What follows belongs to an exercise in optimizing a design on an open flow for small area; a production flow would make more cautious choices.
RTL that was checked went through simulation tests only; none was proved equivalent to the original.
Power is estimated from default activity; no workload was simulated.

## rms_power_monitor_overload_trip_unit
module rms_power_monitor_overload_trip_unit (
    input  logic        clk,
    input  logic        rst_n,
    input  logic        cfg_we,
    input  logic [2:0]  cfg_index,
    input  logic [24:0] cfg_wdata,
    input  logic        s_tvalid,
    output logic        s_tready,
    input  logic [15:0] s_tdata,
    input  logic [1:0]  s_tuser,
    output logic        m_tvalid,
    input  logic        m_tready,
    output logic [47:0] m_tdata,
    output logic        m_tuser
);
export LEC_CHECK = 0
export CAP_MARGIN = 0
export CORE_MARGIN = 2
export CORE_UTILIZATION = 40
export SLEW_MARGIN = 0
create_clock -name core_clock -period 10.0 [get_ports {clk}]
standard.sh (not shown) runs the stock make flow with config.mk's settings and CLKGATE_MAP_FILE= SYNTH_SCRIPT=/design/flow/synth_recipe.tcl, a recipe that flattens the netlist after the stock synthesis.
==> flow/flow/run.sh <==
#!/bin/bash
# Layout flow: the standard ORFS flow (standard.sh), with three changes
# to how the layout is made:
#  - synthesis: the same Yosys script, but with no adder extraction pass, and
#    ABC maps the logic with each of the area scripts flow/area*.abc (no
#    delay target), keeping the smallest result; flip-flops are mapped before
#    ABC, so they are the standard synthesis's (same names, count and types);
#  - port buffers are buf_1 cells;
#  - clock tree without dummy loads, with fewer, larger leaf buffers.
# Every tool writes its log under orfs/logs/ here; make's output goes to
# flow.log.
set -euo pipefail
here=$PWD
export AREA_ABC_SCRIPTS="$(ls $here/flow/area*.abc | tr '\n' ' ')"
export BUFFER_PORTS_ARGS="-buffer_cell sky130_fd_sc_hd__buf_1"
export CTS_ARGS="-sink_clustering_enable -repair_clock_nets -dont_use_dummy_load -buf_list sky130_fd_sc_hd__clkbuf_4 -sink_clustering_size 10 -sink_clustering_max_diameter 50"
sed -e "s#SYNTH_SCRIPT=[^ ]*#SYNTH_SCRIPT=$here/flow/synth_area.tcl ADDER_MAP_FILE=#" standard.sh > flow_standard.sh
grep -q "synth_area.tcl ADDER_MAP_FILE=" flow_standard.sh
bash flow_standard.sh > flow.log 2>&1
Other scripts of this flow, unchanged in this note and not shown: flow/flow/area1.abc, flow/flow/area2.abc, flow/flow/area3.abc, flow/flow/area4.abc, flow/flow/area5.abc, flow/flow/area7.abc, flow/flow/area9.abc, flow/flow/synth_area.tcl
Then changed:
CAP_MARGIN = 20   (was 0)
SLEW_MARGIN = 20   (was 0)
The new run produced a clean layout.
Synthesized area does not change.
Design area stays the same.
Utilization is unchanged.
Count of clock-buffer cells in the layout stays the same.
Clock skew is unchanged.
Worst hold slack is unchanged.
Sequential power barely changes.
Die area stays the same.

========
Another version of the RTL of rms_power_monitor_overload_trip_unit (not shown whole).
For scale: about 750 cells after synthesis, roughly 220 flip-flops, roughly 100 I/O pins, ~9600 sq um of cells after synthesis.
Settings: LEC_CHECK=0, CAP_MARGIN=20, CORE_MARGIN=2, CORE_UTILIZATION=40, SLEW_MARGIN=20; clock period 10.0 ns.
==> flow/flow/run.sh <==
#!/bin/bash
# Standard ORFS layout (standard.sh) with buf_1 port buffers and a smaller
# clock tree without dummy loads. Each tool's output goes to its own log here.
export BUFFER_PORTS_ARGS="-buffer_cell sky130_fd_sc_hd__buf_1"
export CTS_ARGS="-sink_clustering_enable -repair_clock_nets -dont_use_dummy_load -buf_list sky130_fd_sc_hd__clkbuf_16 -sink_clustering_size 30 -sink_clustering_max_diameter 100"
bash standard.sh > standard.log 2>&1
Rerun with:
==> flow/flow/run.sh (replaced) <==
#!/bin/bash
# Layout flow: the standard ORFS flow (standard.sh), with three changes
# to how the layout is made:
#  - synthesis: the same Yosys script, but ABC maps the logic with an area
#    script (flow/area.abc, no delay target) and no adder extraction pass;
#    registers are untouched (same names, count and cell types);
#  - port buffers are buf_1 cells;
#  - clock tree without dummy loads, with fewer, larger leaf buffers.
# Every tool writes its log under orfs/logs/ here; make's output goes to
# flow.log.
set -euo pipefail
here=$PWD
export AREA_ABC_SCRIPT=$here/flow/area.abc
export BUFFER_PORTS_ARGS="-buffer_cell sky130_fd_sc_hd__buf_1"
export CTS_ARGS="-sink_clustering_enable -repair_clock_nets -dont_use_dummy_load -buf_list sky130_fd_sc_hd__clkbuf_8 -sink_clustering_size 16 -sink_clustering_max_diameter 60"
sed -e "s#SYNTH_SCRIPT=[^ ]*#SYNTH_SCRIPT=$here/flow/synth_area.tcl ADDER_MAP_FILE=#" standard.sh > flow_standard.sh
grep -q "synth_area.tcl ADDER_MAP_FILE=" flow_standard.sh
bash flow_standard.sh > flow.log 2>&1
==> flow/flow/area.abc (new file) <==
&get -n
&st
&syn2
&dch
&nf -R 1000
&st
&syn2
&dch
&nf
&put
==> flow/flow/synth_area.tcl (new file) <==
proc synth {args} { yosys synth -nofsm -noshare {*}$args }
# Same synthesis as synth_recipe.tcl, except that ABC maps the combinational
# logic with the area-oriented script in $::env(AREA_ABC_SCRIPT) and no delay target.
proc abc {args} {
  set out {}
  set i 0
  while { $i < [llength $args] } {
    set a [lindex $args $i]
    if { $a eq "-script" } {
      incr i
      lappend out -script $::env(AREA_ABC_SCRIPT)
    } elseif { $a eq "-D" } {
      incr i
    } else {
      lappend out $a
    }
    incr i
  }
  yosys abc {*}$out
}
source $::env(SCRIPTS_DIR)/synth.tcl
# left out here: clear keep_hierarchy, flatten, clean up, hide names made inside functions, write 1_2_yosys.v
Die area decreases by 8.9%.
Via count decreases by about 3.5%.
Non-clock buffer count decreases by 1.
Synthesized cell count decreases by about 7%.
Count of clock-buffer cells in the layout increases by 6.
Clock power decreases by 8.6%.
Synthesized area decreases by about 9%.
Routed wire length decreases by 1.3%.
Setup slack improved by 1200 ps.
Utilization increases by 1.1 points.

========
Another version of the RTL of rms_power_monitor_overload_trip_unit (not shown whole).
Size: ~780 cells after synthesis, about 230 flip-flops, about 10000 um2 of cells after synthesis.
export LEC_CHECK = 0
export CAP_MARGIN = 20
export CORE_MARGIN = 2
export CORE_UTILIZATION = 70
export CTS_BUF_LIST = sky130_fd_sc_hd__clkbuf_2
export SLEW_MARGIN = 20
create_clock -name core_clock -period 10.0 [get_ports {clk}]
run.sh (not shown) runs the stock make flow with config.mk's settings and CLKGATE_MAP_FILE= SYNTH_SCRIPT=/design/flow/synth_recipe.tcl, a recipe that flattens the netlist after the stock synthesis.
Stock flow here: none of the scripts above is used.
==> next run, changes <==
CORE_UTILIZATION = 40   (was 70)
CTS_BUF_LIST = sky130_fd_sc_hd__clkbuf_4   (was sky130_fd_sc_hd__clkbuf_2)
After rerunning:
- area after synthesis stays the same
- routed wire length falls by 1.4%
- fmax rises by 5.9%
- worst setup slack improves by 0.35 ns
- clock-buffer cell count rises by 14
- non-clock buffer count rises by 4
- worst hold slack hardly moves
- total power rises by 8.3%
- via count falls by 2.8%
- global-route usage falls by 14 points
- final cell count rises by 15%
No functional check of the RTL was part of any run of this note.

========
rms_power_monitor_overload_trip_unit, a different RTL version from the one above (not shown whole).
Size in the first run: ~690 cells after synthesis, about 210 flip-flops, about 100 I/O pins, about 0.0085 mm² of cells after synthesis.
Settings: LEC_CHECK=0, CAP_MARGIN=20, CORE_MARGIN=2, CORE_UTILIZATION=40, GPL_ROUTABILITY_DRIVEN=0, GPL_TIMING_DRIVEN=0, SLEW_MARGIN=20; clock period 10.0 ns.
standard.sh (not shown) runs the stock make flow with config.mk's settings and CLKGATE_MAP_FILE= SYNTH_SCRIPT=/design/flow/synth_recipe.tcl, a recipe that flattens the netlist after the stock synthesis.
==> flow/flow/run.sh <==
#!/bin/bash
# Layout flow: the standard ORFS flow (standard.sh), with three changes
# to how the layout is made:
#  - synthesis: the same Yosys script, but with no adder extraction pass, and
#    ABC maps the logic with each of the area scripts flow/area*.abc (no
#    delay target), keeping the smallest result; flip-flops are mapped before
#    ABC, so they are the standard synthesis's (same names, count and types);
#  - port buffers are buf_1 cells;
#  - clock tree without dummy loads, with fewer, larger leaf buffers.
# Every tool writes its log under orfs/logs/ here; make's output goes to
# flow.log.
set -euo pipefail
here=$PWD
export AREA_ABC_SCRIPTS="$(ls $here/flow/area*.abc | tr '\n' ' ')"
export BUFFER_PORTS_ARGS="-buffer_cell sky130_fd_sc_hd__buf_1"
export CTS_ARGS="-sink_clustering_enable -repair_clock_nets -dont_use_dummy_load -buf_list sky130_fd_sc_hd__clkbuf_4 -sink_clustering_size 10 -sink_clustering_max_diameter 50"
sed -e "s#SYNTH_SCRIPT=[^ ]*#SYNTH_SCRIPT=$here/flow/synth_area.tcl ADDER_MAP_FILE=#" standard.sh > flow_standard.sh
grep -q "synth_area.tcl ADDER_MAP_FILE=" flow_standard.sh
bash flow_standard.sh > flow.log 2>&1
Other scripts of this flow, unchanged in this note and not shown: flow/flow/area1.abc, flow/flow/area2.abc, flow/flow/area3.abc, flow/flow/area4.abc, flow/flow/area5.abc, flow/flow/area7.abc, flow/flow/area9.abc, flow/flow/synth_area.tcl
Edit:
- GPL_ROUTABILITY_DRIVEN: 0 -> unset
- GPL_TIMING_DRIVEN: 0 -> unset
Result: Worst hold slack loses 0.017 ns; wire length came out higher by 0.50%; via count hardly moves; setup slack loses 0.087 ns.
Edit:
--- a/flow/flow/run.sh
+++ b/flow/flow/run.sh
@@ -16 +16 @@
-export CTS_ARGS="-sink_clustering_enable -repair_clock_nets -dont_use_dummy_load -buf_list sky130_fd_sc_hd__clkbuf_4 -sink_clustering_size 10 -sink_clustering_max_diameter 50"
+export CTS_ARGS="-sink_clustering_enable -repair_clock_nets -dont_use_dummy_load -buf_list sky130_fd_sc_hd__clkbuf_4 -sink_clustering_size 12 -sink_clustering_max_diameter 50"
- CORE_UTILIZATION: 40 -> 60
After rerunning: The changed run produced a clean layout; sequential cell count does not change; critical path depth is unchanged; power went up slightly; synthesized cell count stays the same; setup slack is worse by 0.014 ns; count of clock-buffer cells in the layout went down by 1; synthesized area stays the same; hold slack is worse by 0.020 ns; core utilization went up by 22 points; design area went down slightly; sequential power stays flat.
Edit:
- CORE_UTILIZATION: 60 -> 40
Outcome: First-iteration DRC count falls by 22%. Clock power is lower by about 2%. Setup slack gains 0.076 ns.

port drivers added, routing unchanged:
In the flow no input, the clock included, has a driving cell. The finished layouts below were timed again as built, in two steps. Step 1 sets driving cells, clkbuf_16 on the clock port and buf_2 on the other inputs (assumed; they add their load-dependent delay and slew). Step 2 moves the port delays by t, midway between the first and last clock arrival at a register: inputs arrive t later, outputs are due t later. That takes back most of the time a late clock gives input paths. Three values: ideal, step 1, step 2; two values: the first two.
| run | t, ns | setup slack, ns | latest minus earliest clock arrival (ns) | slew at the worst register clock pin (ns) |
|---|---|---|---|---|
| the first run of note 1 | 0.667 | 4.797 / 4.797 / 4.489 | 0.036 / 0.036 | 0.11 / 0.11 |
| the second run of note 1 | 0.667 | 4.797 / 4.797 / 4.489 | 0.036 / 0.036 | 0.11 / 0.11 |
| the first run of note 2 | 0.497 | 3.882 / 3.882 / 3.882 | 0.032 / 0.032 | 0.11 / 0.11 |
| the second run of note 2 | 0.540 | 5.064 / 5.064 / 4.956 | 0.018 / 0.018 | 0.10 / 0.10 |
| the first run of note 3 | 0.851 | 3.807 / 3.807 / 3.629 | 0.044 / 0.043 | 0.12 / 0.12 |
| the second run of note 3 | 0.720 | 4.155 / 4.155 / 3.628 | 0.049 / 0.049 | 0.07 / 0.07 |
| the first run of note 4 | 0.657 | 5.004 / 5.004 / 4.866 | 0.057 / 0.057 | 0.11 / 0.11 |
| the second run of note 4 | 0.651 | 4.917 / 4.917 / 4.845 | 0.071 / 0.071 | 0.12 / 0.12 |
| the third run of note 4 | 0.652 | 4.903 / 4.903 / 4.852 | 0.078 / 0.079 | 0.12 / 0.12 |
| the fourth run of note 4 | 0.643 | 4.979 / 4.979 / 4.897 | 0.090 / 0.090 | 0.12 / 0.12 |
After both steps setup and hold are still met in every run listed. For the second run of note 3, which loses most, drivers alone change the setup slack by 0.000 ns; drivers and shift together by -0.527 ns.
